What follows belongs to an exercise in optimizing a design on an open flow for small area, a short achievable clock period and few clock cycles per item; a production flow would make more cautious choices. The RTL was checked by simulation tests, not by an equivalence proof against the original design. Power and IR drop assume default switching activity.

==> design/flow/design.v <==
package wtok_pkg;
  localparam int unsigned LENGTH_WIDTH_DEF = 16;
  localparam logic [31:0] FNV_BASIS = 32'h811C_9DC5;
  localparam logic [31:0] FNV_PRIME = 32'h0100_0193;
  localparam logic [7:0] CHR_NUL = 8'h00;
  localparam logic [7:0] CHR_TAB = 8'h09;
  localparam logic [7:0] CHR_LF  = 8'h0A;
  localparam logic [7:0] CHR_VT  = 8'h0B;
  localparam logic [7:0] CHR_FF  = 8'h0C;
  localparam logic [7:0] CHR_CR  = 8'h0D;
  localparam logic [7:0] CHR_SP  = 8'h20;
  localparam logic [15:0] EOS_LENGTH = 16'd4;
  localparam int unsigned QUEUE_DEPTH = 4;
  localparam int unsigned QUEUE_PTR_W = $clog2(QUEUE_DEPTH);
  localparam int unsigned QUEUE_CNT_W = $clog2(QUEUE_DEPTH + 1);
  typedef struct packed {
    logic [7:0] data_byte;
    logic       end_of_input;
  } byte_t;
  typedef struct packed {
    logic [31:0] word_hash;
    logic [15:0] word_length;
    logic        is_eos;
    logic        last;
  } token_t;
  localparam int unsigned TOKEN_W = 50;  
  localparam logic [31:0] EOS_HASH = 32'hD79C_9359;
endpackage
import wtok_pkg::*;
module wtok_room (
  input  logic [1:0] cls,
  input  logic       in_word,
  input  logic [1:0] e_pre,
  input  logic       w_own,
  input  logic       e_post,
  input  logic       take,
  output logic       ok
);
  logic       e_front;
  logic [1:0] e_pre1;
  logic       w_own1;
  logic       e_post1;
  always_comb begin
    e_front = (e_pre != 2'd0);
    e_pre1  = e_pre;
    w_own1  = w_own;
    e_post1 = e_post;
    if (take) begin
      if (e_front) begin
        e_pre1 = e_pre - 2'd1;
      end else if (w_own) begin
        w_own1  = 1'b0;
        e_pre1  = {1'b0, e_post};
        e_post1 = 1'b0;
      end
    end
    case (cls)
      2'd1:    ok = in_word || !w_own;
      2'd2:    ok = in_word || (w_own1 ? !e_post1 : (e_pre1 != 2'd2));
      2'd3:    ok = 1'b1;
      default: ok = 1'b0;
    endcase
  end
endmodule
module word_tokenizer_fnv1a_hasher_top #(
  parameter int unsigned LENGTH_WIDTH = wtok_pkg::LENGTH_WIDTH_DEF
) (
  input  logic   clk,
  input  logic   rst,
  input  logic   byte_valid,
  output logic   byte_ready,
  input  wtok_pkg::byte_t  byte_data,
  output logic   token_valid,
  input  logic   token_ready,
  output wtok_pkg::token_t token_data
);
  localparam logic [1:0] C_NONE = 2'd0;
  localparam logic [1:0] C_WORD = 2'd1;
  localparam logic [1:0] C_LF   = 2'd2;
  localparam logic [1:0] C_END  = 2'd3;
  logic [1:0]  ib_cls;
  logic        ib_b7;
  logic                    in_word;
  logic [31:0]             hash_r;
  logic [LENGTH_WIDTH-1:0] len_r;
  logic                    last_r;
  logic [1:0]  e_pre;
  logic        w_own;
  logic        e_post;
  logic        rdy_nt;
  logic        rdy_t;
  logic        e_front;
  logic        word_end;
  logic        imm_w;
  logic        take;
  logic        w_now;       
  logic        w_give;      
  logic        ok;
  logic        hash_upd;
  logic        hash_clr;
  logic        byte_xfer;
  logic        in_space;
  logic [1:0]  in_cls;
  logic [6:0]  in_low;
  logic [31:0] mix_out;
  logic [31:0] mixed;
  logic [6:0]  hlo_n;
  logic        w_next_nt;   
  logic        w_next_t;    
  logic [1:0]  ib_cls_n;
  logic        in_word_n;
  logic [1:0]  e_pre_n;
  logic        w_own_n;
  logic        e_post_n;
  logic        ok_nt_n;
  logic        ok_t_n;
  assign e_front     = (e_pre != 2'd0);
  assign word_end    = in_word && ib_cls[1];
  assign imm_w       = word_end && !e_front;
  assign token_valid = e_front || w_own || imm_w;
  assign take        = token_valid && token_ready;
  assign token_data.word_hash   = e_front ? EOS_HASH : hash_r;
  assign token_data.word_length = e_front ? EOS_LENGTH : 16'(len_r);
  assign token_data.is_eos      = e_front;
  assign token_data.last        = e_front || (w_own ? last_r : ib_cls[0]);
  assign byte_ready = rdy_nt || (token_ready && rdy_t);
  assign byte_xfer  = byte_valid && byte_ready;
  wtok_room u_room (
    .cls(ib_cls), .in_word(in_word), .e_pre(e_pre), .w_own(w_own),
    .e_post(e_post), .take(take), .ok(ok)
  );
  always_comb begin
    w_now    = imm_w && token_ready;
    w_give   = take && !e_front && w_own;
    hash_upd = (ib_cls == C_WORD) && ok;
    hash_clr = w_now || w_give;
    in_space = (byte_data.data_byte == CHR_SP)  || (byte_data.data_byte == CHR_LF) ||
               (byte_data.data_byte == CHR_CR)  || (byte_data.data_byte == CHR_TAB) ||
               (byte_data.data_byte == CHR_VT)  || (byte_data.data_byte == CHR_FF) ||
               (byte_data.data_byte == CHR_NUL);
    if (byte_data.end_of_input)                 in_cls = C_END;
    else if (byte_data.data_byte == CHR_LF)     in_cls = C_LF;
    else if (in_space)                          in_cls = C_END;
    else                                        in_cls = C_WORD;
    in_low = byte_data.data_byte[6:0] ^ {7{byte_data.data_byte[7]}};
    if (byte_xfer)   ib_cls_n = in_cls;
    else if (ok)     ib_cls_n = C_NONE;
    else             ib_cls_n = ib_cls;
    e_pre_n   = e_pre;
    w_own_n   = w_own;
    e_post_n  = e_post;
    in_word_n = in_word;
    if (take && !imm_w) begin
      if (e_front) begin
        e_pre_n = e_pre - 2'd1;
      end else begin
        w_own_n  = 1'b0;
        e_pre_n  = {1'b0, e_post};
        e_post_n = 1'b0;
      end
    end
    if (ok) begin
      case (ib_cls)
        C_WORD: in_word_n = 1'b1;
        C_LF: begin
          in_word_n = 1'b0;
          if (in_word) begin
            if (w_now) begin
              e_pre_n  = e_pre_n + 2'd1;
            end else begin
              w_own_n  = 1'b1;
              e_post_n = 1'b1;
            end
          end else if (w_own_n) begin
            e_post_n = 1'b1;
          end else begin
            e_pre_n  = e_pre_n + 2'd1;
          end
        end
        C_END: begin
          in_word_n = 1'b0;
          if (in_word && !w_now) w_own_n = 1'b1;
        end
        default: ;
      endcase
    end
    mixed = mix_out;
    if (rst || hash_clr) hlo_n = FNV_BASIS[6:0];
    else if (hash_upd)   hlo_n = mixed[6:0];
    else                 hlo_n = hash_r[6:0];
    if (byte_xfer && in_cls == C_WORD) hlo_n = hlo_n ^ in_low;
    w_next_nt = w_own_n || (in_word_n && ib_cls_n[1]);
    w_next_t  = (e_pre_n != 2'd0) && w_next_nt;
  end
  fnv_mul u_mul (.x(hash_r), .e(ib_b7), .y(mix_out));
  wtok_room u_room_nt (
    .cls(ib_cls_n), .in_word(in_word_n), .e_pre(e_pre_n), .w_own(w_own_n),
    .e_post(e_post_n), .take(1'b0), .ok(ok_nt_n)
  );
  wtok_room u_room_t (
    .cls(ib_cls_n), .in_word(in_word_n), .e_pre(e_pre_n), .w_own(w_own_n),
    .e_post(e_post_n), .take(1'b1), .ok(ok_t_n)
  );
  always_ff @(posedge clk) begin
    if (rst) begin
      ib_cls  <= C_NONE;
      in_word <= 1'b0;
      e_pre   <= 2'd0;
      w_own   <= 1'b0;
      e_post  <= 1'b0;
      rdy_nt  <= 1'b1;
      rdy_t   <= 1'b1;
    end else begin
      ib_cls  <= ib_cls_n;
      in_word <= in_word_n;
      e_pre   <= e_pre_n;
      w_own   <= w_own_n;
      e_post  <= e_post_n;
      rdy_nt  <= ((ib_cls_n == C_NONE) || ok_nt_n) && !w_next_nt;
      rdy_t   <= ((ib_cls_n == C_NONE) || ok_t_n) && !w_next_t;
    end
  end
  always_ff @(posedge clk) begin
    if (byte_xfer) begin
      ib_b7 <= byte_data.data_byte[7];
    end
  end
  always_ff @(posedge clk) begin
    if (rst || hash_clr) begin
      hash_r[31:7] <= FNV_BASIS[31:7];
      len_r        <= '0;
    end else if (hash_upd) begin
      hash_r[31:7] <= mixed[31:7];
      if (len_r != '1) begin
        len_r <= len_r + LENGTH_WIDTH'(1);
      end
    end
  end
  always_ff @(posedge clk) begin
    hash_r[6:0] <= hlo_n;
  end
  always_ff @(posedge clk) begin
    if (ok && word_end && !w_now) begin
      last_r <= (ib_cls == C_END);
    end
  end
endmodule
module fnv_mul (
  input  logic [31:0] x,
  input  logic        e,
  output logic [31:0] y
);
  logic fs0;
  logic fc0;
  logic fs1;
  logic fc1;
  logic fs2;
  logic fc2;
  logic fs3;
  logic fc3;
  logic fs4;
  logic fc4;
  logic fs5;
  logic fc5;
  logic fs6;
  logic fc6;
  logic fs7;
  logic fc7;
  logic fs8;
  logic fc8;
  logic fs9;
  logic fc9;
  logic fs10;
  logic fc10;
  logic fs11;
  logic fc11;
  logic fs12;
  logic fc12;
  logic fs13;
  logic fc13;
  logic fs14;
  logic fc14;
  logic fs15;
  logic fc15;
  logic fs16;
  logic fc16;
  logic fs17;
  logic fc17;
  logic fs18;
  logic fc18;
  logic fs19;
  logic fc19;
  logic fs20;
  logic fc20;
  logic fs21;
  logic fc21;
  logic fs22;
  logic fc22;
  logic fs23;
  logic fc23;
  logic fs24;
  logic fc24;
  logic fs25;
  logic fc25;
  logic fs26;
  logic fc26;
  logic fs27;
  logic fc27;
  logic fs28;
  logic fc28;
  logic fs29;
  logic fc29;
  logic fs30;
  logic fc30;
  logic fs31;
  logic fc31;
  logic fs32;
  logic fc32;
  logic fs33;
  logic fc33;
  logic fs34;
  logic fc34;
  logic fs35;
  logic fc35;
  logic fs36;
  logic fc36;
  logic fs37;
  logic fc37;
  logic fs38;
  logic fc38;
  logic fs39;
  logic fc39;
  logic fs40;
  logic fc40;
  logic fs41;
  logic fc41;
  logic fs42;
  logic fc42;
  logic fs43;
  logic fc43;
  logic fs44;
  logic fc44;
  logic fs45;
  logic fc45;
  logic fs46;
  logic fc46;
  logic fs47;
  logic fc47;
  logic fs48;
  logic fc48;
  logic fs49;
  logic fc49;
  logic fs50;
  logic fc50;
  logic fs51;
  logic fc51;
  logic fs52;
  logic fc52;
  logic fs53;
  logic fc53;
  logic fs54;
  logic fc54;
  logic fs55;
  logic fc55;
  logic fs56;
  logic fc56;
  logic fs57;
  logic fc57;
  logic fs58;
  logic fc58;
  logic fs59;
  logic fc59;
  logic fs60;
  logic fc60;
  logic fs61;
  logic fc61;
  logic fs62;
  logic fc62;
  logic fs63;
  logic fc63;
  logic fs64;
  logic fc64;
  logic fs65;
  logic fc65;
  logic fs66;
  logic fc66;
  logic fs67;
  logic fc67;
  logic fs68;
  logic fc68;
  logic fs69;
  logic fc69;
  logic fs70;
  logic fc70;
  logic fs71;
  logic fc71;
  logic fs72;
  logic fc72;
  logic fs73;
  logic fc73;
  logic fs74;
  logic fc74;
  logic fs75;
  logic fc75;
  logic fs76;
  logic fc76;
  logic fs77;
  logic fc77;
  logic fs78;
  logic fc78;
  logic fs79;
  logic fc79;
  logic fs80;
  logic fc80;
  logic fs81;
  logic fc81;
  logic fs82;
  logic fc82;
  logic fs83;
  logic fc83;
  logic fs84;
  logic fc84;
  logic [31:0] ra, rb;
  assign fs0 = x[4] ^ x[3] ^ x[0];
  assign fc0 = (x[4] & x[3]) | (x[4] & x[0]) | (x[3] & x[0]);
  assign fs1 = x[5] ^ x[4] ^ x[1];
  assign fc1 = (x[5] & x[4]) | (x[5] & x[1]) | (x[4] & x[1]);
  assign fs2 = x[6] ^ x[5] ^ x[2];
  assign fc2 = (x[6] & x[5]) | (x[6] & x[2]) | (x[5] & x[2]);
  assign fs3 = x[7] ^ x[6] ^ x[3];
  assign fc3 = (x[7] & x[6]) | (x[7] & x[3]) | (x[6] & x[3]);
  assign fs4 = x[0] ^ e ^ fc2;
  assign fc4 = (x[0] & e) | (x[0] & fc2) | (e & fc2);
  assign fs5 = x[8] ^ x[7] ^ x[4];
  assign fc5 = (x[8] & x[7]) | (x[8] & x[4]) | (x[7] & x[4]);
  assign fs6 = x[1] ^ x[0] ^ e;
  assign fc6 = (x[1] & x[0]) | (x[1] & e) | (x[0] & e);
  assign fs7 = fc3 ^ fs5 ^ fs6;
  assign fc7 = (fc3 & fs5) | (fc3 & fs6) | (fs5 & fs6);
  assign fs8 = x[9] ^ x[8] ^ x[5];
  assign fc8 = (x[9] & x[8]) | (x[9] & x[5]) | (x[8] & x[5]);
  assign fs9 = x[2] ^ x[1] ^ fc5;
  assign fc9 = (x[2] & x[1]) | (x[2] & fc5) | (x[1] & fc5);
  assign fs10 = fc6 ^ fs8 ^ fc7;
  assign fc10 = (fc6 & fs8) | (fc6 & fc7) | (fs8 & fc7);
  assign fs11 = x[10] ^ x[9] ^ x[6];
  assign fc11 = (x[10] & x[9]) | (x[10] & x[6]) | (x[9] & x[6]);
  assign fs12 = x[3] ^ x[2] ^ fc8;
  assign fc12 = (x[3] & x[2]) | (x[3] & fc8) | (x[2] & fc8);
  assign fs13 = fs11 ^ fc9 ^ fs12;
  assign fc13 = (fs11 & fc9) | (fs11 & fs12) | (fc9 & fs12);
  assign fs14 = x[11] ^ x[10] ^ x[7];
  assign fc14 = (x[11] & x[10]) | (x[11] & x[7]) | (x[10] & x[7]);
  assign fs15 = x[4] ^ x[3] ^ fc11;
  assign fc15 = (x[4] & x[3]) | (x[4] & fc11) | (x[3] & fc11);
  assign fs16 = fs14 ^ fc12 ^ fs15;
  assign fc16 = (fs14 & fc12) | (fs14 & fs15) | (fc12 & fs15);
  assign fs17 = x[12] ^ x[11] ^ x[8];
  assign fc17 = (x[12] & x[11]) | (x[12] & x[8]) | (x[11] & x[8]);
  assign fs18 = x[5] ^ x[4] ^ fc14;
  assign fc18 = (x[5] & x[4]) | (x[5] & fc14) | (x[4] & fc14);
  assign fs19 = fs17 ^ fc15 ^ fs18;
  assign fc19 = (fs17 & fc15) | (fs17 & fs18) | (fc15 & fs18);
  assign fs20 = x[13] ^ x[12] ^ x[9];
  assign fc20 = (x[13] & x[12]) | (x[13] & x[9]) | (x[12] & x[9]);
  assign fs21 = x[6] ^ x[5] ^ fc17;
  assign fc21 = (x[6] & x[5]) | (x[6] & fc17) | (x[5] & fc17);
  assign fs22 = fs20 ^ fc18 ^ fs21;
  assign fc22 = (fs20 & fc18) | (fs20 & fs21) | (fc18 & fs21);
  assign fs23 = x[14] ^ x[13] ^ x[10];
  assign fc23 = (x[14] & x[13]) | (x[14] & x[10]) | (x[13] & x[10]);
  assign fs24 = x[7] ^ x[6] ^ fc20;
  assign fc24 = (x[7] & x[6]) | (x[7] & fc20) | (x[6] & fc20);
  assign fs25 = fs23 ^ fc21 ^ fs24;
  assign fc25 = (fs23 & fc21) | (fs23 & fs24) | (fc21 & fs24);
  assign fs26 = x[15] ^ x[14] ^ x[11];
  assign fc26 = (x[15] & x[14]) | (x[15] & x[11]) | (x[14] & x[11]);
  assign fs27 = x[8] ^ x[7] ^ fc23;
  assign fc27 = (x[8] & x[7]) | (x[8] & fc23) | (x[7] & fc23);
  assign fs28 = fs26 ^ fc24 ^ fs27;
  assign fc28 = (fs26 & fc24) | (fs26 & fs27) | (fc24 & fs27);
  assign fs29 = x[16] ^ x[15] ^ x[12];
  assign fc29 = (x[16] & x[15]) | (x[16] & x[12]) | (x[15] & x[12]);
  assign fs30 = x[9] ^ x[8] ^ fc26;
  assign fc30 = (x[9] & x[8]) | (x[9] & fc26) | (x[8] & fc26);
  assign fs31 = fs29 ^ fc27 ^ fs30;
  assign fc31 = (fs29 & fc27) | (fs29 & fs30) | (fc27 & fs30);
  assign fs32 = x[17] ^ x[16] ^ x[13];
  assign fc32 = (x[17] & x[16]) | (x[17] & x[13]) | (x[16] & x[13]);
  assign fs33 = x[10] ^ x[9] ^ fc29;
  assign fc33 = (x[10] & x[9]) | (x[10] & fc29) | (x[9] & fc29);
  assign fs34 = fs32 ^ fc30 ^ fs33;
  assign fc34 = (fs32 & fc30) | (fs32 & fs33) | (fc30 & fs33);
  assign fs35 = x[18] ^ x[17] ^ x[14];
  assign fc35 = (x[18] & x[17]) | (x[18] & x[14]) | (x[17] & x[14]);
  assign fs36 = x[11] ^ x[10] ^ fc32;
  assign fc36 = (x[11] & x[10]) | (x[11] & fc32) | (x[10] & fc32);
  assign fs37 = fs35 ^ fc33 ^ fs36;
  assign fc37 = (fs35 & fc33) | (fs35 & fs36) | (fc33 & fs36);
  assign fs38 = x[19] ^ x[18] ^ x[15];
  assign fc38 = (x[19] & x[18]) | (x[19] & x[15]) | (x[18] & x[15]);
  assign fs39 = x[12] ^ x[11] ^ fc35;
  assign fc39 = (x[12] & x[11]) | (x[12] & fc35) | (x[11] & fc35);
  assign fs40 = fs38 ^ fc36 ^ fs39;
  assign fc40 = (fs38 & fc36) | (fs38 & fs39) | (fc36 & fs39);
  assign fs41 = x[20] ^ x[19] ^ x[16];
  assign fc41 = (x[20] & x[19]) | (x[20] & x[16]) | (x[19] & x[16]);
  assign fs42 = x[13] ^ x[12] ^ fc38;
  assign fc42 = (x[13] & x[12]) | (x[13] & fc38) | (x[12] & fc38);
  assign fs43 = fs41 ^ fc39 ^ fs42;
  assign fc43 = (fs41 & fc39) | (fs41 & fs42) | (fc39 & fs42);
  assign fs44 = x[21] ^ x[20] ^ x[17];
  assign fc44 = (x[21] & x[20]) | (x[21] & x[17]) | (x[20] & x[17]);
  assign fs45 = x[14] ^ x[13] ^ fc41;
  assign fc45 = (x[14] & x[13]) | (x[14] & fc41) | (x[13] & fc41);
  assign fs46 = fs44 ^ fc42 ^ fs45;
  assign fc46 = (fs44 & fc42) | (fs44 & fs45) | (fc42 & fs45);
  assign fs47 = x[22] ^ x[21] ^ x[18];
  assign fc47 = (x[22] & x[21]) | (x[22] & x[18]) | (x[21] & x[18]);
  assign fs48 = x[15] ^ x[14] ^ fc44;
  assign fc48 = (x[15] & x[14]) | (x[15] & fc44) | (x[14] & fc44);
  assign fs49 = fs47 ^ fc45 ^ fs48;
  assign fc49 = (fs47 & fc45) | (fs47 & fs48) | (fc45 & fs48);
  assign fs50 = x[23] ^ x[22] ^ x[19];
  assign fc50 = (x[23] & x[22]) | (x[23] & x[19]) | (x[22] & x[19]);
  assign fs51 = x[16] ^ x[15] ^ fc47;
  assign fc51 = (x[16] & x[15]) | (x[16] & fc47) | (x[15] & fc47);
  assign fs52 = fs50 ^ fc48 ^ fs51;
  assign fc52 = (fs50 & fc48) | (fs50 & fs51) | (fc48 & fs51);
  assign fs53 = x[24] ^ x[23] ^ x[20];
  assign fc53 = (x[24] & x[23]) | (x[24] & x[20]) | (x[23] & x[20]);
  assign fs54 = x[17] ^ x[16] ^ x[0];
  assign fc54 = (x[17] & x[16]) | (x[17] & x[0]) | (x[16] & x[0]);
  assign fs55 = e ^ fc50 ^ fs53;
  assign fc55 = (e & fc50) | (e & fs53) | (fc50 & fs53);
  assign fs56 = fs54 ^ fc51 ^ fs55;
  assign fc56 = (fs54 & fc51) | (fs54 & fs55) | (fc51 & fs55);
  assign fs57 = x[25] ^ x[24] ^ x[21];
  assign fc57 = (x[25] & x[24]) | (x[25] & x[21]) | (x[24] & x[21]);
  assign fs58 = x[18] ^ x[17] ^ x[1];
  assign fc58 = (x[18] & x[17]) | (x[18] & x[1]) | (x[17] & x[1]);
  assign fs59 = fc53 ^ fc54 ^ fs57;
  assign fc59 = (fc53 & fc54) | (fc53 & fs57) | (fc54 & fs57);
  assign fs60 = fs58 ^ fc55 ^ fs59;
  assign fc60 = (fs58 & fc55) | (fs58 & fs59) | (fc55 & fs59);
  assign fs61 = x[26] ^ x[25] ^ x[22];
  assign fc61 = (x[26] & x[25]) | (x[26] & x[22]) | (x[25] & x[22]);
  assign fs62 = x[19] ^ x[18] ^ x[2];
  assign fc62 = (x[19] & x[18]) | (x[19] & x[2]) | (x[18] & x[2]);
  assign fs63 = fc57 ^ fc58 ^ fs61;
  assign fc63 = (fc57 & fc58) | (fc57 & fs61) | (fc58 & fs61);
  assign fs64 = fs62 ^ fc59 ^ fs63;
  assign fc64 = (fs62 & fc59) | (fs62 & fs63) | (fc59 & fs63);
  assign fs65 = x[27] ^ x[26] ^ x[23];
  assign fc65 = (x[27] & x[26]) | (x[27] & x[23]) | (x[26] & x[23]);
  assign fs66 = x[20] ^ x[19] ^ x[3];
  assign fc66 = (x[20] & x[19]) | (x[20] & x[3]) | (x[19] & x[3]);
  assign fs67 = fc61 ^ fc62 ^ fs65;
  assign fc67 = (fc61 & fc62) | (fc61 & fs65) | (fc62 & fs65);
  assign fs68 = fs66 ^ fc63 ^ fs67;
  assign fc68 = (fs66 & fc63) | (fs66 & fs67) | (fc63 & fs67);
  assign fs69 = x[28] ^ x[27] ^ x[24];
  assign fc69 = (x[28] & x[27]) | (x[28] & x[24]) | (x[27] & x[24]);
  assign fs70 = x[21] ^ x[20] ^ x[4];
  assign fc70 = (x[21] & x[20]) | (x[21] & x[4]) | (x[20] & x[4]);
  assign fs71 = fc65 ^ fc66 ^ fs69;
  assign fc71 = (fc65 & fc66) | (fc65 & fs69) | (fc66 & fs69);
  assign fs72 = fs70 ^ fc67 ^ fs71;
  assign fc72 = (fs70 & fc67) | (fs70 & fs71) | (fc67 & fs71);
  assign fs73 = x[29] ^ x[28] ^ x[25];
  assign fc73 = (x[29] & x[28]) | (x[29] & x[25]) | (x[28] & x[25]);
  assign fs74 = x[22] ^ x[21] ^ x[5];
  assign fc74 = (x[22] & x[21]) | (x[22] & x[5]) | (x[21] & x[5]);
  assign fs75 = fc69 ^ fc70 ^ fs73;
  assign fc75 = (fc69 & fc70) | (fc69 & fs73) | (fc70 & fs73);
  assign fs76 = fs74 ^ fc71 ^ fs75;
  assign fc76 = (fs74 & fc71) | (fs74 & fs75) | (fc71 & fs75);
  assign fs77 = x[30] ^ x[29] ^ x[26];
  assign fc77 = (x[30] & x[29]) | (x[30] & x[26]) | (x[29] & x[26]);
  assign fs78 = x[23] ^ x[22] ^ x[6];
  assign fc78 = (x[23] & x[22]) | (x[23] & x[6]) | (x[22] & x[6]);
  assign fs79 = fc73 ^ fc74 ^ fs77;
  assign fc79 = (fc73 & fc74) | (fc73 & fs77) | (fc74 & fs77);
  assign fs80 = fs78 ^ fc75 ^ fs79;
  assign fc80 = (fs78 & fc75) | (fs78 & fs79) | (fc75 & fs79);
  assign fs81 = x[31] ^ x[30] ^ x[27];
  assign fc81 = (x[31] & x[30]) | (x[31] & x[27]) | (x[30] & x[27]);
  assign fs82 = x[24] ^ x[23] ^ x[7];
  assign fc82 = (x[24] & x[23]) | (x[24] & x[7]) | (x[23] & x[7]);
  assign fs83 = fc77 ^ fc78 ^ fs81;
  assign fc83 = (fc77 & fc78) | (fc77 & fs81) | (fc78 & fs81);
  assign fs84 = fs82 ^ fc79 ^ fs83;
  assign fc84 = (fs82 & fc79) | (fs82 & fs83) | (fc79 & fs83);
  assign ra[0] = x[0];
  assign rb[0] = e;
  assign ra[1] = x[1];
  assign rb[1] = x[0];
  assign ra[2] = x[2];
  assign rb[2] = x[1];
  assign ra[3] = x[3];
  assign rb[3] = x[2];
  assign ra[4] = e;
  assign rb[4] = fs0;
  assign ra[5] = fc0;
  assign rb[5] = fs1;
  assign ra[6] = fc1;
  assign rb[6] = fs2;
  assign ra[7] = fs3;
  assign rb[7] = fs4;
  assign ra[8] = fc4;
  assign rb[8] = fs7;
  assign ra[9] = fs9;
  assign rb[9] = fs10;
  assign ra[10] = fc10;
  assign rb[10] = fs13;
  assign ra[11] = fc13;
  assign rb[11] = fs16;
  assign ra[12] = fc16;
  assign rb[12] = fs19;
  assign ra[13] = fc19;
  assign rb[13] = fs22;
  assign ra[14] = fc22;
  assign rb[14] = fs25;
  assign ra[15] = fc25;
  assign rb[15] = fs28;
  assign ra[16] = fc28;
  assign rb[16] = fs31;
  assign ra[17] = fc31;
  assign rb[17] = fs34;
  assign ra[18] = fc34;
  assign rb[18] = fs37;
  assign ra[19] = fc37;
  assign rb[19] = fs40;
  assign ra[20] = fc40;
  assign rb[20] = fs43;
  assign ra[21] = fc43;
  assign rb[21] = fs46;
  assign ra[22] = fc46;
  assign rb[22] = fs49;
  assign ra[23] = fc49;
  assign rb[23] = fs52;
  assign ra[24] = fc52;
  assign rb[24] = fs56;
  assign ra[25] = fc56;
  assign rb[25] = fs60;
  assign ra[26] = fc60;
  assign rb[26] = fs64;
  assign ra[27] = fc64;
  assign rb[27] = fs68;
  assign ra[28] = fc68;
  assign rb[28] = fs72;
  assign ra[29] = fc72;
  assign rb[29] = fs76;
  assign ra[30] = fc76;
  assign rb[30] = fs80;
  assign ra[31] = fc80;
  assign rb[31] = fs84;
  logic [31:0] g0, p0;
  assign g0 = ra & rb;
  assign p0 = ra ^ rb;
  logic gc0;
  assign gc0 = g0[0] | (p0[0] & e);
  logic gn1, pn1;
  assign gn1 = g0[1] | (p0[1] & gc0);
  assign pn1 = p0[1] & p0[0];
  logic gn2, pn2;
  assign gn2 = g0[3] | (p0[3] & g0[2]);
  assign pn2 = p0[3] & p0[2];
  logic gn3, pn3;
  assign gn3 = g0[5] | (p0[5] & g0[4]);
  assign pn3 = p0[5] & p0[4];
  logic gn4, pn4;
  assign gn4 = g0[7] | (p0[7] & g0[6]);
  assign pn4 = p0[7] & p0[6];
  logic gn5, pn5;
  assign gn5 = g0[9] | (p0[9] & g0[8]);
  assign pn5 = p0[9] & p0[8];
  logic gn6, pn6;
  assign gn6 = g0[11] | (p0[11] & g0[10]);
  assign pn6 = p0[11] & p0[10];
  logic gn7, pn7;
  assign gn7 = g0[13] | (p0[13] & g0[12]);
  assign pn7 = p0[13] & p0[12];
  logic gn8, pn8;
  assign gn8 = g0[15] | (p0[15] & g0[14]);
  assign pn8 = p0[15] & p0[14];
  logic gn9, pn9;
  assign gn9 = g0[17] | (p0[17] & g0[16]);
  assign pn9 = p0[17] & p0[16];
  logic gn10, pn10;
  assign gn10 = g0[19] | (p0[19] & g0[18]);
  assign pn10 = p0[19] & p0[18];
  logic gn11, pn11;
  assign gn11 = g0[21] | (p0[21] & g0[20]);
  assign pn11 = p0[21] & p0[20];
  logic gn12, pn12;
  assign gn12 = g0[23] | (p0[23] & g0[22]);
  assign pn12 = p0[23] & p0[22];
  logic gn13, pn13;
  assign gn13 = g0[25] | (p0[25] & g0[24]);
  assign pn13 = p0[25] & p0[24];
  logic gn14, pn14;
  assign gn14 = g0[27] | (p0[27] & g0[26]);
  assign pn14 = p0[27] & p0[26];
  logic gn15, pn15;
  assign gn15 = g0[29] | (p0[29] & g0[28]);
  assign pn15 = p0[29] & p0[28];
  logic gn16, pn16;
  assign gn16 = g0[31] | (p0[31] & g0[30]);
  assign pn16 = p0[31] & p0[30];
  logic gn17, pn17;
  assign gn17 = g0[2] | (p0[2] & gn1);
  assign pn17 = p0[2] & pn1;
  logic gn18, pn18;
  assign gn18 = gn2 | (pn2 & gn1);
  assign pn18 = pn2 & pn1;
  logic gn19, pn19;
  assign gn19 = g0[6] | (p0[6] & gn3);
  assign pn19 = p0[6] & pn3;
  logic gn20, pn20;
  assign gn20 = gn4 | (pn4 & gn3);
  assign pn20 = pn4 & pn3;
  logic gn21, pn21;
  assign gn21 = g0[10] | (p0[10] & gn5);
  assign pn21 = p0[10] & pn5;
  logic gn22, pn22;
  assign gn22 = gn6 | (pn6 & gn5);
  assign pn22 = pn6 & pn5;
  logic gn23, pn23;
  assign gn23 = g0[14] | (p0[14] & gn7);
  assign pn23 = p0[14] & pn7;
  logic gn24, pn24;
  assign gn24 = gn8 | (pn8 & gn7);
  assign pn24 = pn8 & pn7;
  logic gn25, pn25;
  assign gn25 = g0[18] | (p0[18] & gn9);
  assign pn25 = p0[18] & pn9;
  logic gn26, pn26;
  assign gn26 = gn10 | (pn10 & gn9);
  assign pn26 = pn10 & pn9;
  logic gn27, pn27;
  assign gn27 = g0[22] | (p0[22] & gn11);
  assign pn27 = p0[22] & pn11;
  logic gn28, pn28;
  assign gn28 = gn12 | (pn12 & gn11);
  assign pn28 = pn12 & pn11;
  logic gn29, pn29;
  assign gn29 = g0[26] | (p0[26] & gn13);
  assign pn29 = p0[26] & pn13;
  logic gn30, pn30;
  assign gn30 = gn14 | (pn14 & gn13);
  assign pn30 = pn14 & pn13;
  logic gn31, pn31;
  assign gn31 = g0[30] | (p0[30] & gn15);
  assign pn31 = p0[30] & pn15;
  logic gn32, pn32;
  assign gn32 = gn16 | (pn16 & gn15);
  assign pn32 = pn16 & pn15;
  logic gn33, pn33;
  assign gn33 = g0[4] | (p0[4] & gn18);
  assign pn33 = p0[4] & pn18;
  logic gn34, pn34;
  assign gn34 = gn3 | (pn3 & gn18);
  assign pn34 = pn3 & pn18;
  logic gn35, pn35;
  assign gn35 = gn19 | (pn19 & gn18);
  assign pn35 = pn19 & pn18;
  logic gn36, pn36;
  assign gn36 = gn20 | (pn20 & gn18);
  assign pn36 = pn20 & pn18;
  logic gn37, pn37;
  assign gn37 = g0[12] | (p0[12] & gn22);
  assign pn37 = p0[12] & pn22;
  logic gn38, pn38;
  assign gn38 = gn7 | (pn7 & gn22);
  assign pn38 = pn7 & pn22;
  logic gn39, pn39;
  assign gn39 = gn23 | (pn23 & gn22);
  assign pn39 = pn23 & pn22;
  logic gn40, pn40;
  assign gn40 = gn24 | (pn24 & gn22);
  assign pn40 = pn24 & pn22;
  logic gn41, pn41;
  assign gn41 = g0[20] | (p0[20] & gn26);
  assign pn41 = p0[20] & pn26;
  logic gn42, pn42;
  assign gn42 = gn11 | (pn11 & gn26);
  assign pn42 = pn11 & pn26;
  logic gn43, pn43;
  assign gn43 = gn27 | (pn27 & gn26);
  assign pn43 = pn27 & pn26;
  logic gn44, pn44;
  assign gn44 = gn28 | (pn28 & gn26);
  assign pn44 = pn28 & pn26;
  logic gn45, pn45;
  assign gn45 = g0[28] | (p0[28] & gn30);
  assign pn45 = p0[28] & pn30;
  logic gn46, pn46;
  assign gn46 = gn15 | (pn15 & gn30);
  assign pn46 = pn15 & pn30;
  logic gn47, pn47;
  assign gn47 = gn31 | (pn31 & gn30);
  assign pn47 = pn31 & pn30;
  logic gn48, pn48;
  assign gn48 = gn32 | (pn32 & gn30);
  assign pn48 = pn32 & pn30;
  logic gn49, pn49;
  assign gn49 = g0[8] | (p0[8] & gn36);
  assign pn49 = p0[8] & pn36;
  logic gn50, pn50;
  assign gn50 = gn5 | (pn5 & gn36);
  assign pn50 = pn5 & pn36;
  logic gn51, pn51;
  assign gn51 = gn21 | (pn21 & gn36);
  assign pn51 = pn21 & pn36;
  logic gn52, pn52;
  assign gn52 = gn22 | (pn22 & gn36);
  assign pn52 = pn22 & pn36;
  logic gn53, pn53;
  assign gn53 = gn37 | (pn37 & gn36);
  assign pn53 = pn37 & pn36;
  logic gn54, pn54;
  assign gn54 = gn38 | (pn38 & gn36);
  assign pn54 = pn38 & pn36;
  logic gn55, pn55;
  assign gn55 = gn39 | (pn39 & gn36);
  assign pn55 = pn39 & pn36;
  logic gn56, pn56;
  assign gn56 = gn40 | (pn40 & gn36);
  assign pn56 = pn40 & pn36;
  logic gn57, pn57;
  assign gn57 = g0[24] | (p0[24] & gn44);
  assign pn57 = p0[24] & pn44;
  logic gn58, pn58;
  assign gn58 = gn13 | (pn13 & gn44);
  assign pn58 = pn13 & pn44;
  logic gn59, pn59;
  assign gn59 = gn29 | (pn29 & gn44);
  assign pn59 = pn29 & pn44;
  logic gn60, pn60;
  assign gn60 = gn30 | (pn30 & gn44);
  assign pn60 = pn30 & pn44;
  logic gn61, pn61;
  assign gn61 = gn45 | (pn45 & gn44);
  assign pn61 = pn45 & pn44;
  logic gn62, pn62;
  assign gn62 = gn46 | (pn46 & gn44);
  assign pn62 = pn46 & pn44;
  logic gn63, pn63;
  assign gn63 = gn47 | (pn47 & gn44);
  assign pn63 = pn47 & pn44;
  logic gn64, pn64;
  assign gn64 = gn48 | (pn48 & gn44);
  assign pn64 = pn48 & pn44;
  logic gn65, pn65;
  assign gn65 = g0[16] | (p0[16] & gn56);
  assign pn65 = p0[16] & pn56;
  logic gn66, pn66;
  assign gn66 = gn9 | (pn9 & gn56);
  assign pn66 = pn9 & pn56;
  logic gn67, pn67;
  assign gn67 = gn25 | (pn25 & gn56);
  assign pn67 = pn25 & pn56;
  logic gn68, pn68;
  assign gn68 = gn26 | (pn26 & gn56);
  assign pn68 = pn26 & pn56;
  logic gn69, pn69;
  assign gn69 = gn41 | (pn41 & gn56);
  assign pn69 = pn41 & pn56;
  logic gn70, pn70;
  assign gn70 = gn42 | (pn42 & gn56);
  assign pn70 = pn42 & pn56;
  logic gn71, pn71;
  assign gn71 = gn43 | (pn43 & gn56);
  assign pn71 = pn43 & pn56;
  logic gn72, pn72;
  assign gn72 = gn44 | (pn44 & gn56);
  assign pn72 = pn44 & pn56;
  logic gn73, pn73;
  assign gn73 = gn57 | (pn57 & gn56);
  assign pn73 = pn57 & pn56;
  logic gn74, pn74;
  assign gn74 = gn58 | (pn58 & gn56);
  assign pn74 = pn58 & pn56;
  logic gn75, pn75;
  assign gn75 = gn59 | (pn59 & gn56);
  assign pn75 = pn59 & pn56;
  logic gn76, pn76;
  assign gn76 = gn60 | (pn60 & gn56);
  assign pn76 = pn60 & pn56;
  logic gn77, pn77;
  assign gn77 = gn61 | (pn61 & gn56);
  assign pn77 = pn61 & pn56;
  logic gn78, pn78;
  assign gn78 = gn62 | (pn62 & gn56);
  assign pn78 = pn62 & pn56;
  logic gn79, pn79;
  assign gn79 = gn63 | (pn63 & gn56);
  assign pn79 = pn63 & pn56;
  logic gn80, pn80;
  assign gn80 = gn64 | (pn64 & gn56);
  assign pn80 = pn64 & pn56;
  logic [31:0] pe;
  assign pe = p0 ^ {32{e}};
  assign y[0] = pe[0] ^ e;
  assign y[1] = pe[1] ^ gc0;
  assign y[2] = pe[2] ^ gn1;
  assign y[3] = pe[3] ^ gn17;
  assign y[4] = pe[4] ^ gn18;
  assign y[5] = pe[5] ^ gn33;
  assign y[6] = pe[6] ^ gn34;
  assign y[7] = pe[7] ^ gn35;
  assign y[8] = pe[8] ^ gn36;
  assign y[9] = pe[9] ^ gn49;
  assign y[10] = pe[10] ^ gn50;
  assign y[11] = pe[11] ^ gn51;
  assign y[12] = pe[12] ^ gn52;
  assign y[13] = pe[13] ^ gn53;
  assign y[14] = pe[14] ^ gn54;
  assign y[15] = pe[15] ^ gn55;
  assign y[16] = pe[16] ^ gn56;
  assign y[17] = pe[17] ^ gn65;
  assign y[18] = pe[18] ^ gn66;
  assign y[19] = pe[19] ^ gn67;
  assign y[20] = pe[20] ^ gn68;
  assign y[21] = pe[21] ^ gn69;
  assign y[22] = pe[22] ^ gn70;
  assign y[23] = pe[23] ^ gn71;
  assign y[24] = pe[24] ^ gn72;
  assign y[25] = pe[25] ^ gn73;
  assign y[26] = pe[26] ^ gn74;
  assign y[27] = pe[27] ^ gn75;
  assign y[28] = pe[28] ^ gn76;
  assign y[29] = pe[29] ^ gn77;
  assign y[30] = pe[30] ^ gn78;
  assign y[31] = pe[31] ^ gn79;
endmodule
==> design/flow/flow/run.sh <==
#!/bin/bash
# Layout flow: the standard flow, with two changes between its steps.
#  1. After the standard synthesis, flow/fapol.py re-chooses the polarity of
#     each full adder cell (a full adder is self-dual) to drop the inverters
#     that Yosys's adder extraction leaves between them, and turns an xor2
#     with one inverted input into an xnor2 (or back). Registers and all
#     other cells are untouched.
#  2. Ports are buffered with sky130_fd_sc_hd__buf_1 instead of the
#     flow's default buffer cell (every port still gets its own buffer).
# Each tool's output goes to a log file of its own in this folder.
set -euo pipefail
R=orfs/results/sky130hd/word_tokenizer_fnv1a_hasher_top/base
bash standard.sh synth > 1_standard_synth.log 2>&1
cp $R/1_2_yosys.v 1_2_yosys.standard.v
python3 flow/fapol.py 1_2_yosys.standard.v $R/1_2_yosys.v > 2_fapol.log 2>&1
touch $R/1_2_yosys.v
bash standard.sh BUFFER_PORTS_ARGS="-buffer_cell sky130_fd_sc_hd__buf_1" finish > 3_standard_finish.log 2>&1
==> design/flow/flow/fapol.py <==
#!/usr/bin/env python3
"""Choose the polarity of each full adder cell in a Yosys netlist so that as
few inverters as possible remain.

A full adder is self-dual: complementing its three inputs complements its sum
and carry. Yosys's adder extraction leaves many inverters between full
adders; this picks, for every fa cell, whether to build it on complemented
inputs (giving complemented outputs), then rebuilds the inverters: at most
one per signal, from the signal's net. Only inverters are removed or added
and only fa inputs are rewired; registers and all other cells are unchanged.

usage: fapol.py IN.v OUT.v
"""
import re, sys, random

src = open(sys.argv[1]).read()
m = re.search(r'^module\s+(\S+)\((.*?)\);\n', src, re.M | re.S)
head_end = m.end()
end_mod = src.rindex('endmodule')
body = src[head_end:end_mod]

decl_re = re.compile(r'^\s*(input|output|inout|wire)\s+(\[\d+:\d+\]\s+)?(\S+)\s*;\s*$', re.M)
inst_re = re.compile(r'^\s*(sky130_fd_sc_hd__\w+)\s+(\S+)\s*\((.*?)\);\s*$', re.M | re.S)
pin_re = re.compile(r'\.(\w+)\(\s*(.*?)\s*\)\s*(?:,|$)', re.S)

decls = []
ports = set()
for d in decl_re.finditer(body):
    decls.append(d.group(0))
    if d.group(1) in ('output',):
        rng = d.group(2)
        name = d.group(3)
        if rng:
            hi, lo = map(int, re.findall(r'\d+', rng))
            for i in range(min(hi, lo), max(hi, lo) + 1):
                ports.add(f'{name}[{i}]')
        else:
            ports.add(name)

OUTPINS = {'X', 'Y', 'Q', 'Q_N', 'SUM', 'COUT', 'HI', 'LO'}
cells = []
for c in inst_re.finditer(body):
    typ, name, pins = c.group(1), c.group(2), c.group(3)
    conn = {}
    for p in pin_re.finditer(pins):
        conn[p.group(1)] = p.group(2).strip()
    cells.append({'type': typ, 'name': name, 'conn': conn})

def is_inv(c):
    return re.match(r'sky130_fd_sc_hd__(clk)?inv_\d+$', c['type']) is not None

def norm(n):
    return n.strip()

driver = {}
for c in cells:
    for p, n in c['conn'].items():
        if p in OUTPINS:
            driver[norm(n)] = (c, p)

# inverters that drive a port stay as they are (treated as ordinary cells)
invs = [c for c in cells if is_inv(c) and norm(c['conn']['Y']) not in ports]
inv_set = set(id(c) for c in invs)

def resolve(n):
    n = norm(n); p = 0
    while n in driver and id(driver[n][0]) in inv_set:
        n = norm(driver[n][0]['conn']['A']); p ^= 1
    return n, p

fas = [c for c in cells if c['type'].startswith('sky130_fd_sc_hd__fa_')]
fa_idx = {id(c): i for i, c in enumerate(fas)}
sig_fa = {}                      # signal net -> fa index that drives it
for i, c in enumerate(fas):
    sig_fa[norm(c['conn']['SUM'])] = i
    sig_fa[norm(c['conn']['COUT'])] = i

# consumers: (cell, pin, signal, polarity)
cons = []
for c in cells:
    if id(c) in inv_set:
        continue
    for p, n in c['conn'].items():
        if p in OUTPINS:
            continue
        s, pol = resolve(n)
        cons.append((c, p, s, pol))
# signals that reach a port other than through kept cells: freeze their fa
frozen = set()
for n in ports:
    s, pol = resolve(n)
    if s in sig_fa and (s != norm(n)):
        frozen.add(sig_fa[s])

by_sig = {}
for k, (c, p, s, pol) in enumerate(cons):
    by_sig.setdefault(s, []).append(k)
fa_sigs = [set() for _ in fas]
for k, (c, p, s, pol) in enumerate(cons):
    if id(c) in fa_idx:
        fa_sigs[fa_idx[id(c)]].add(s)
    if s in sig_fa:
        fa_sigs[sig_fa[s]].add(s)

flip = [0] * len(fas)

def is_xor(c):
    return re.match(r'sky130_fd_sc_hd__x(n)?or2_\d+$', c['type']) is not None

def sig_cost(s):
    phi = flip[sig_fa[s]] if s in sig_fa else 0
    for k in by_sig.get(s, []):
        c, p, _, pol = cons[k]
        if is_xor(c):
            continue
        eff = pol ^ (flip[fa_idx[id(c)]] if id(c) in fa_idx else 0)
        if eff != phi:
            return 1
    return 0

def total():
    return sum(sig_cost(s) for s in by_sig)

before = total()
random.seed(1)
best_flip, best = list(flip), before
for restart in range(30):
    flip[:] = [0] * len(fas) if restart == 0 else [random.randint(0, 1) if i not in frozen else 0 for i in range(len(fas))]
    order = list(range(len(fas)))
    for rnd in range(60):
        improved = False
        random.shuffle(order)
        for i in order:
            if i in frozen:
                continue
            old = sum(sig_cost(s) for s in fa_sigs[i])
            flip[i] ^= 1
            new = sum(sig_cost(s) for s in fa_sigs[i])
            if new < old:
                improved = True
            elif new == old and random.random() < 0.3:
                pass
            else:
                flip[i] ^= 1
        if not improved and rnd > 15:
            break
    cur = total()
    if cur < best:
        best, best_flip = cur, list(flip)
flip[:] = best_flip
after = total()

def esc(n):
    n = norm(n)
    return n + ' ' if n.startswith('\\') else n

# rebuild: drop resolved inverters, one new inverter per signal that needs it
inv_of = {}
new_wires, new_cells = [], []
kept_inv_type = {}
for c in invs:
    s, _ = resolve(c['conn']['Y'])
    kept_inv_type.setdefault(s, c['type'])
cnt = 0
def inv_net(s):
    global cnt
    if s not in inv_of:
        cnt += 1
        w = f'_fapol_{cnt}_'
        inv_of[s] = w
        new_wires.append(f'  wire {w};')
        t = kept_inv_type.get(s, 'sky130_fd_sc_hd__inv_1')
        new_cells.append(f'  {t} _fapol_inv_{cnt}_ (\n    .A({esc(s)}),\n    .Y({w})\n  );')
    return inv_of[s]

swap = {}
for k, (c, p, s, pol) in enumerate(cons):
    phi = flip[sig_fa[s]] if s in sig_fa else 0
    eff = pol ^ (flip[fa_idx[id(c)]] if id(c) in fa_idx else 0)
    if is_xor(c):
        c['conn'][p] = s
        if eff != phi:
            swap[id(c)] = swap.get(id(c), 0) ^ 1
        continue
    c['conn'][p] = s if eff == phi else inv_net(s)
n_swap = 0
for c in cells:
    if swap.get(id(c)):
        n_swap += 1
        m2 = re.match(r'sky130_fd_sc_hd__(x(?:n)?or2)_(\d+)$', c['type'])
        kind, drive = m2.group(1), m2.group(2)
        if kind == 'xor2':
            c['type'] = f'sky130_fd_sc_hd__xnor2_{drive}'
            c['conn'] = {('Y' if q == 'X' else q): n for q, n in c['conn'].items()}
        else:
            c['type'] = f'sky130_fd_sc_hd__xor2_{drive}'
            c['conn'] = {('X' if q == 'Y' else q): n for q, n in c['conn'].items()}

dead = set(norm(c['conn']['Y']) for c in invs)
out = [src[:head_end]]
for d in decls:
    mm = decl_re.match(d)
    if mm.group(1) == 'wire' and not mm.group(2) and norm(mm.group(3)) in dead:
        continue
    out.append(d + '\n')
out += [w + '\n' for w in new_wires]
for c in cells:
    if id(c) in inv_set:
        continue
    pins = ',\n'.join(f'    .{p}({esc(n)})' for p, n in c['conn'].items())
    out.append(f"  {c['type']} {c['name']} (\n{pins}\n  );\n")
out += [x + '\n' for x in new_cells]
out.append(src[end_mod:])
open(sys.argv[2], 'w').write(''.join(out))
print(f'fapol: {len(fas)} full adders, {sum(flip)} flipped, {len(frozen)} frozen, {n_swap} xor/xnor swapped; '
      f'inverters {len(invs)} -> {len(inv_of)} (signal cost {before} -> {after})')
==> design/flow/standard.sh <==
#!/bin/bash
# synth_recipe.tcl (not shown) runs the flow's synth.tcl, then flattens the netlist and writes it again
# the make line also repeats each setting of config.mk as NAME=value (left out here)
make -C /OpenROAD-flow-scripts/flow DESIGN_CONFIG=/design/flow/config.mk WORK_HOME=/design/flow/orfs CLKGATE_MAP_FILE= SYNTH_SCRIPT=/design/flow/synth_recipe.tcl "${@:-finish}"
==> design/flow/config.mk <==
export PLATFORM = sky130hd
export DESIGN_NAME = word_tokenizer_fnv1a_hasher_top
export DESIGN_NICKNAME = word_tokenizer_fnv1a_hasher_top
export VERILOG_FILES = /design/flow/design.v
export SDC_FILE = /design/flow/constraint.sdc
export NUM_CORES = 4
export LEC_CHECK = 0
export ABC_AREA = 1
export CAP_MARGIN = 20
export CORE_MARGIN = 2
export CORE_UTILIZATION = 30
export CTS_BUF_LIST = sky130_fd_sc_hd__clkbuf_8
export CTS_CLUSTER_SIZE = 20
export PLACE_DENSITY = 0.8
export SETUP_SLACK_MARGIN = 2.7
export SLEW_MARGIN = 20
==> design/flow/constraint.sdc <==
create_clock -name core_clock -period 6.5 [get_ports {clk}]
set_input_delay 1.3000 -clock core_clock [delete_from_list [all_inputs] [get_ports {clk}]]
set_output_delay 1.3000 -clock core_clock [all_outputs]
set_load 0.01 [all_outputs]
==> results of run 1 <==
-- area by class of cell --
| cell class | count | area (um^2) | share of cell area, % |
|---|---|---|---|
| Multi-Input combinational cell | 627 | 4920 | 65.7 |
| Clock inverter | 7 | 85.1 | 1.14 |
| Clock buffer | 9 | 124 | 1.66 |
| Inverter | 110 | 413 | 5.52 |
| Sequential cell | 59 | 1240 | 16.6 |
| Timing Repair Buffer | 74 | 357 | 4.77 |
| Tap cell | 275 | 344 | 4.60 |
-- sequential cells by signal, indices dropped and copies added (netlist names) --
| name | count |
|---|---|
| w_own | 1 |
| ib_cls | 2 |
| rdy_nt | 1 |
| in_word | 1 |
| last_r | 1 |
| len_r | 16 |
| hash_r | 32 |
| ib_b7 | 1 |
| e_pre | 2 |
| e_post | 1 |
| rdy_t | 1 |
-- stage by stage --
step                      cells  worst slack [ns]
after floorplan             817              3.01
after global placement     1137              2.40
after detailed placement   1137              2.30
after CTS                  1157              2.70
after global routing       1161              2.60
final                      1161              2.72
-- metal layers --
metal  up-vias  share of wire (%)  track usage (%)
met5         -                  0                0
li1       2746                  -                -
met2       198                 49             26.9
met4         0                2.1             4.39
met1      2719                 42             19.4
met3        36                6.4             3.92
-- power by group --
group          internal [W]  switching (W)
logic              0.000814        0.00106
registers          0.000384      0.0000572
clock network      0.000212       0.000167
-- final timing paths --
kind / end / slack (ns) / depth (start not counted)
worst max-delay path: hash_r[21]$_SDFFE_PP0P_ / 2.72 / 19
worst min-delay path: len_r[15]$_SDFFE_PP0P_ / 0.50 / 2
worst max register to register: hash_r[21]$_SDFFE_PP0P_ / 2.72 / 19
worst min register to register: len_r[15]$_SDFFE_PP0P_ / 0.50 / 2
-- layout by cell type (no fill, tap or decap), types with 4 or more instances in the layout --
| cell type | count |
|---|---|
| nor2_1 | 66 |
| or2_2 | 10 |
| clkbuf_8 | 9 |
| a21oi_2 | 5 |
| a21oi_1 | 78 |
| xnor2_1 | 37 |
| dfxtp_2 | 19 |
| buf_1 | 64 |
| nor3_1 | 12 |
| nor2_2 | 4 |
| nand3_1 | 30 |
| fa_2 | 4 |
| nand2_1 | 130 |
| nand4_1 | 9 |
| nor4_1 | 5 |
| fa_1 | 77 |
| o21ai_0 | 33 |
| dfxtp_4 | 5 |
| inv_1 | 111 |
| nand2_2 | 8 |
| o211ai_1 | 4 |
| xor2_1 | 38 |
| ha_1 | 36 |
| dfxtp_1 | 33 |
| buf_4 | 7 |
| o21ai_1 | 9 |
-- worst max-delay path: stages, from the launching register on --
cell	delay, ns
edfxtp_1	0.44
buf_12	0.16
fa_2	0.49
fa_2	0.37
fa_1	0.55
ha_4	0.24
a21oi_2	0.19
o21ai_1	0.11
inv_1	0.11
nor2_2	0.06
a211oi_4	0.29
nand2_4	0.15
nand2_2	0.10
nand2_2	0.06
nand2_1	0.06
nand2_1	0.06
nand2_1	0.05
nand2_1	0.05
nor2_2	0.11
nor2_1	0.04
-- repair_timing --
item	4_1_cts	5_1_grt
pin swaps	4	12
setup buffers	2	4
setup endpoints to repair	16	16
gates resized for setup	17	45
gates cloned	2	0
==> summary.txt, run 1 <==
number of hold-slack violations in the final timing report=0; clock-pin transition on the worst setup and hold timing paths=0.08 ns; Row Count=53; RSZ-0062 raised after global routing=yes; Min-Delay Startpoint=len_r[15]$_SDFFE_PP0P_; largest fanout on the critical path=7; Area Overhead vs Synth=15.0%; type of the setup path with the least slack=register to register; number of warning messages in the yosys log=2; final period utilization=58.2%; final max-slew violation count=0; classification of the worst-slack hold path=register to register; y dimension of the die=151 um; Synth Net Count=949; core area=21200 um^2; final routed wire length divided by cell count=14.6 um; overall die area=22900 um^2; worst-case hold slack=0.500 ns; total standard cell area after synthesis=6510 um^2; cts hold-fix bufs=0; TritonCTS clock tree=done; CTS Buf Count=9; actual transition at the worst max-transition pin=0.903 ns; clk sinks=59; final total negative setup slack=0 ns; proportion of layout cells with a drive suffix above 1=10.8%; via count of the first global-routing pass=5650; leftover overflow at the end of global routing=0; final clock skew=0.0159 ns; startpoint kind of the worst setup timing path=register; Placed Instance Area=7030 um^2; crit path time final=3.78 ns; overall power consumption=0.00269 W; DP HPWL=12.3 mm; via count of the routed design=5699; remaining antenna violation count=0; number of input and output port buffers inserted=64; number of setup violations in the final report=0; routability-driven placement congestion ratio=0.901; detailed router's first-iteration violation count=404; ANT cells=0; cells after synthesis=817; Routed Wire Length=16.9 mm; leakage power=3.18 nW; ratio of routed vias to standard cells=4.91; post-route cell area=7480 um^2; number of max-cap violations=0; required time reported for the critical path endpoint=6.77 ns; first-pass GRT wire length=28.0 mm; CTS H-Tree Depth=3; Total Routing Usage GR=15.6%; First-pass DRT Iterations=5; initial antenna violation count=0; post-route core utilization=35.4%; largest net degree at the start of global routing=43; CTS root buffer=clkbuf_8; worst vdd rail ir drop=0.000138 V; endpoint arrival time on the critical path=4.05 ns; worst max-slew margin expressed relative to the limit=39.7%; clock latency on the worst-skew pair=0.38 ns; width of the die=151 um; crit path capture type=register; average cell area after synthesis=7.97 um^2; initial core utilization=30.8%; Top Ports=65; Worst Setup SP=ib_b7$_DFFE_PP_; Final nets=1013; final routed DRC violation total=0; source of the worst register-to-register timing path=ib_b7$_DFFE_PP_; power density cells=360 nW/um^2; filler cell count in the final layout=2149; top achievable clock speed=0.265 GHz; status=complete, no violations; maximum clock path buffer count=2
Testbench counts, summed over its fixed seeds: cycles 24,016, bytes 24,000.
==> run 2: changes to the inputs <==
--- a/design/flow/config.mk
+++ b/design/flow/config.mk
@@ -9,5 +9,5 @@
 export CAP_MARGIN = 20
 export CORE_MARGIN = 2
-export CORE_UTILIZATION = 30
+export CORE_UTILIZATION = 50
 export CTS_BUF_LIST = sky130_fd_sc_hd__clkbuf_8
 export CTS_CLUSTER_SIZE = 20
==> summary.txt, run 2 <==
status=complete, no violations; crit path time final=3.62 ns; met1 wire length=6.73 mm; uppermost metal layer occupied by signal nets=met4; ANT cells=0; worst max-slew margin expressed relative to the limit=39.8%; part of the total power dissipated in the clock network=16.8%; actual transition at the worst max-transition pin=0.902 ns; sw power=0.00124 W; number of flip-flops in the largest register=32; final period utilization=55.6%; overall die area=13900 um^2; RSZ-0062 raised after global routing=yes; Min-Delay Startpoint=len_r[1]$_SDFFE_PP0P_; filler cell count in the final layout=1132; top achievable clock speed=0.276 GHz; endpoint arrival time on the critical path=3.87 ns; via count of the routed design=5601; width of the die=118 um; most common library cell in the layout ignoring fill and taps=nand2_1; initial core utilization=51.4%; average cell area after synthesis=7.97 um^2; worst vdd rail ir drop=0.000156 V; Sequential Power Share=16.3%; CTS H-Tree Depth=3; area used by sequential logic in the layout=1240 um^2; Top Ports=65; source of the worst register-to-register timing path=ib_b7$_DFFE_PP_; final clock skew=0.0118 ns; maximum clock path buffer count=2; Placed Instance Area=6900 um^2; internal power=0.00147 W; First-pass DRT Iterations=5; startpoint kind of the worst setup timing path=register; number of setup violations in the final report=0; area of the multi-input gates=4890 um^2; Synth Net Count=949; Row Count=41; Final nets=1013; remaining antenna violation count=0; Biggest register=hash_r; classification of the worst-slack hold path=register to register; cts hold-fix bufs=0; clk sinks=59; leftover overflow at the end of global routing=0; ratio of routed vias to standard cells=5.29; via count of the first global-routing pass=5479; final max-slew violation count=0; post-route core utilization=58.1%; Area Overhead vs Synth=13.1%; Total Routing Usage GR=23.7%; Largest regs=hash_r: 32 flops, len_r: 16 flops; CTS Buf Count=9; commonest cells after routing, fill and taps aside=nand2_1, inv_1, fa_1, a21oi_1, nor2_1; DP HPWL=11.5 mm; power density cells=368 nW/um^2; CTS root buffer=clkbuf_8; largest fanout on the critical path=7; Worst Reg-to-Reg Cells=16; first-pass GRT wire length=26.5 mm; Routed Wire Length=15.8 mm; sum of met2 wire segment lengths after detailed routing=7.84 mm; cells after synthesis=817; required time reported for the critical path endpoint=6.75 ns; TritonCTS clock tree=done; post-route cell area=7360 um^2; clock-pin transition on the worst setup and hold timing paths=0.07 ns; y dimension of the die=118 um; final routed DRC violation total=0; number of warning messages in the yosys log=2; Worst Setup SP=ib_b7$_DFFE_PP_; type of the setup path with the least slack=register to register; final total negative setup slack=0 ns; total standard cell area after synthesis=6510 um^2; Hold Path Stages=2; initial antenna violation count=0; largest net degree at the start of global routing=40; combinational fraction of design power=66.9%; detailed router's first-iteration violation count=410; number of hold-slack violations in the final timing report=0; met3 WL=880 um; number of input and output port buffers inserted=64; fraction of power spent switching nets=45.7%; final routed wire length divided by cell count=14.9 um; proportion of layout cells with a drive suffix above 1=9.48%; crit path capture type=register; number of max-cap violations=0; clock latency on the worst-skew pair=0.38 ns; leakage power=3.20 nW; core area=12700 um^2; routability-driven placement congestion ratio=0.856
-- run 2: cell count changes in the layout (fill, tap and decap cells not counted), sizes merged --
cell,delta
clkinvlp,-1
clkinv,-1
bufinv,+2
-- run 2: what timing repair did --
item                                    CTS  global route
cloned                                    2             0
buffers inserted                          4             2
resized for setup                        18            28
pin swaps                                 4             4
endpoints found under the setup margin   16            16
-- run 2: critical path: stages (launching register included) --
cell	delay, ns
edfxtp_1	0.44
buf_12	0.16
fa_2	0.46
fa_2	0.36
fa_1	0.54
ha_4	0.23
a21oi_2	0.14
o21ai_0	0.09
inv_1	0.08
nor2_1	0.06
a211oi_4	0.27
buf_4	0.18
nand2_4	0.09
nand3_1	0.10
nand2_1	0.07
xnor2_1	0.14
a21oi_1	0.07
-- run 2: final timing paths --
check,slack (ns),to
worst max-delay path,2.88,hash_r[27]$_SDFFE_PP0P_
worst min-delay path,0.50,len_r[1]$_SDFFE_PP0P_
worst min register to register,0.50,len_r[1]$_SDFFE_PP0P_
worst max register to register,2.88,hash_r[27]$_SDFFE_PP0P_
-- run 2: routing by layer --
layer	vias to the layer above	GRT usage, %
met5	-	0
met4	0	9.11
met3	29	3.92
met2	160	39.9
met1	2672	30.4
li1	2740	-
-- run 2: area by class of cell --
class / count / area share [%]
well taps: 172 / 2.92
repair buffers: 74 / 4.79
flip-flops and latches: 59 / 16.8
multi-input cells: 627 / 66.4
clock buffers: 9 / 1.68
clock inverters: 7 / 1.80
inverters: 110 / 5.61
-- run 2: power by group through the flow --
| stage | Clock (W) | Sequential (W) | Combinational (W) |
|---|---|---|---|
| after global routing | 0.000471 | 0.000448 | 0.00204 |
| after CTS | 0.000457 | 0.000442 | 0.00172 |
| final | 0.000455 | 0.000442 | 0.00181 |
| after global placement | 0 | 0.000447 | 0.00159 |
| after detailed placement | 0 | 0.000449 | 0.00164 |
| after floorplan | 0 | 0.000431 | 0.00136 |
-- run 2: per-stage QoR --
step	power, W	hold WS (ns)	std cells	worst slack (ns)
final	0.00271	0.497	1058	2.88
after global routing	0.00296	0.527	1058	2.68
after CTS	0.00262	0.501	1056	2.68
after detailed placement	0.00209	0.489	1034	2.28
after global placement	0.00204	0.483	1034	2.42
after floorplan	0.00179	0.461	817	3.01
==> run 3: changes to the inputs <==
--- a/design/flow/config.mk
+++ b/design/flow/config.mk
@@ -8,6 +8,8 @@
 export ABC_AREA = 1
 export CAP_MARGIN = 20
+export CELL_PAD_IN_SITES_DETAIL_PLACEMENT = 0
+export CELL_PAD_IN_SITES_GLOBAL_PLACEMENT = 0
 export CORE_MARGIN = 2
-export CORE_UTILIZATION = 50
+export CORE_UTILIZATION = 40
 export CTS_BUF_LIST = sky130_fd_sc_hd__clkbuf_8
 export CTS_CLUSTER_SIZE = 20
==> summary.txt, run 3 <==
actual transition at the worst max-transition pin=0.905 ns; routability-driven placement congestion ratio=0.929; number of max-cap violations=0; initial antenna violation count=0; final clock skew=0.0127 ns; number of flip-flops in the largest register=32; largest fanout on the critical path=7; required time reported for the critical path endpoint=6.73 ns; worst vdd rail ir drop=0.000135 V; final max-slew violation count=0; post-route core utilization=46.1%; cells after synthesis=817; startpoint kind of the worst setup timing path=register; crit path time final=3.62 ns; worst max-slew margin expressed relative to the limit=39.6%; Synth Net Count=949; worst-case hold slack=0.502 ns; via count of the first global-routing pass=5557; proportion of layout cells with a drive suffix above 1=9.36%; Area Overhead vs Synth=12.5%; CTS Buf Count=9; TritonCTS clock tree=done; RSZ-0062 raised after global routing=no; y dimension of the die=132 um; clk sinks=59; Routed Wire Length=15.9 mm; number of buffer and inverter instances along the worst setup path=3; source of the worst register-to-register timing path=ib_b7$_DFFE_PP_; Largest regs=hash_r: 32 flops, len_r: 16 flops; number of hold-slack violations in the final timing report=0; overall die area=17300 um^2; maximum clock path buffer count=2; final total negative setup slack=0 ns; largest net degree at the start of global routing=43; stage delay of the slowest cell on the critical path=0.49 ns; leftover overflow at the end of global routing=0; most common library cell in the layout ignoring fill and taps=nand2_1; final routed wire length divided by cell count=14.4 um; Row Count=46; Worst Setup SP=ib_b7$_DFFE_PP_; first-pass GRT wire length=26.8 mm; Slowest cell on crit path=fa_1; number of input and output port buffers inserted=64; endpoint arrival time on the critical path=3.86 ns; leakage power=3.15 nW; Min-Delay Startpoint=len_r[15]$_SDFFE_PP0P_; filler cell count in the final layout=1579; commonest cells after routing, fill and taps aside=nand2_1, inv_1, fa_1, a21oi_1, nor2_1; CTS H-Tree Depth=3; total standard cell area after synthesis=6510 um^2; number of setup violations in the final report=0; detailed router's first-iteration violation count=312; power density cells=344 nW/um^2; Top Ports=65; classification of the worst-slack hold path=register to register; via count of the routed design=5565; final routed DRC violation total=0; DP HPWL=11.8 mm; family with the most delay on the worst path=adder cells; Biggest register=hash_r; Total Routing Usage GR=19.1%; ratio of routed vias to standard cells=5.05; critical path cell sequence=buf_12 -> fa_1 -> fa_2 -> fa_1 -> ha_1 -> nand2_1 -> o21ai_0 -> inv_1 -> nor2_1 -> a211oi_2 -> nand2_2 -> buf_4 -> nand3_1 -> nand2_1 -> xor2_1 -> o21ai_1; clock-pin transition on the worst setup and hold timing paths=0.08 ns; area of the multi-input gates=4860 um^2; First-pass DRT Iterations=5; Final nets=1014; crit path capture type=register; final cell count without fillers=1103; CTS root buffer=clkbuf_8; initial core utilization=41.0%; clock latency on the worst-skew pair=0.37 ns; type of the setup path with the least slack=register to register; area used by sequential logic in the layout=1230 um^2; Placed Cells=1078; width of the die=132 um; status=complete, no violations; average cell area after synthesis=7.97 um^2; overall power consumption=0.00252 W; remaining antenna violation count=0; number of warning messages in the yosys log=2; ANT cells=0; core area=15900 um^2; final period utilization=55.7%; top achievable clock speed=0.276 GHz
## run 3: per-layer routing
layer | vias up | share of wire, % | GRT usage (%)
li1 | 2752 | - | -
met1 | 2626 | 44 | 24.4
met2 | 153 | 47 | 32.0
met3 | 34 | 6.3 | 3.63
met4 | 0 | 2.5 | 7.55
met5 | - | 0 | 0
## run 3: power by group
group / internal (W) / leakage, nW / switching, W
Sequential: 0.000383 / 0.485 / 0.0000575
Combinational: 0.000790 / 2.58 / 0.000982
Clock: 0.000136 / 0.0763 / 0.000170
Total: 0.00131 / 3.15 / 0.00121
## run 3: path summary, 6_finish.rpt
path | cells after the start | slack, ns | to
max reg2reg | 16 | 2.88 | hash_r[31]$_SDFFE_PP1P_
min reg2reg | 2 | 0.50 | len_r[15]$_SDFFE_PP0P_
max | 16 | 2.88 | hash_r[31]$_SDFFE_PP1P_
min | 2 | 0.50 | len_r[15]$_SDFFE_PP0P_
## run 3: per-stage QoR
step	cell area, um^2	worst slack (ns)
floorplan	6510	3.01
global placement	6950	2.43
detailed placement	6950	2.30
CTS	7200	2.70
global route	7320	2.71
finish	7320	2.88
## run 3: layout make-up
type / count / area share, %
clock buffer: 9 / 1.69
inverter: 110 / 5.64
timing repair buffer: 76 / 5.03
clock inverter: 7 / 0.632
sequential: 59 / 16.9
multi-input combinational: 626 / 66.4
tap: 216 / 3.69
## run 3: tightest hold or removal path, stage by stage, from the launching register on
cell and delay, ns:
dfxtp_1 0.34, nand2_1 0.07, a21oi_1 0.05
## run 3: what timing repair did
action | CTS | global route
pin swaps | 1 | 3
gates resized for setup | 9 | 31
gates cloned | 1 | 0
hold buffers | 0 | 0
endpoints found under the setup margin | 16 | 16
hold endpoints to repair | 0 | 0
setup buffers | 3 | 5

-- port drivers added, routing unchanged --
In the flow no input, the clock included, has a driving cell. The finished layouts below were timed again as built, in two steps. Step 1, drivers: a clkbuf_16 drives clk and a buf_2 each remaining input, both assumed. Step 2, shift: input delay + t, output delay - t, t = (earliest + latest rising clock arrival at the registers) / 2. This alone moves slack from input paths to output paths. Three values: ideal, step 1, step 2; two values: the first two.
run	shift t [ns]	setup WS [ns]	worst slew at a driven data input, ns
run 1	0.407	2.720 / 2.720 / 2.720	0.04
run 2	0.405	2.883 / 2.883 / 2.811	0.03
run 3	0.394	2.878 / 2.878 / 2.839	0.03
After both steps every run listed still meets setup and hold. The setup slack of run 2, which loses most, moves by 0.000 ns with the drivers and by -0.072 ns with both steps.
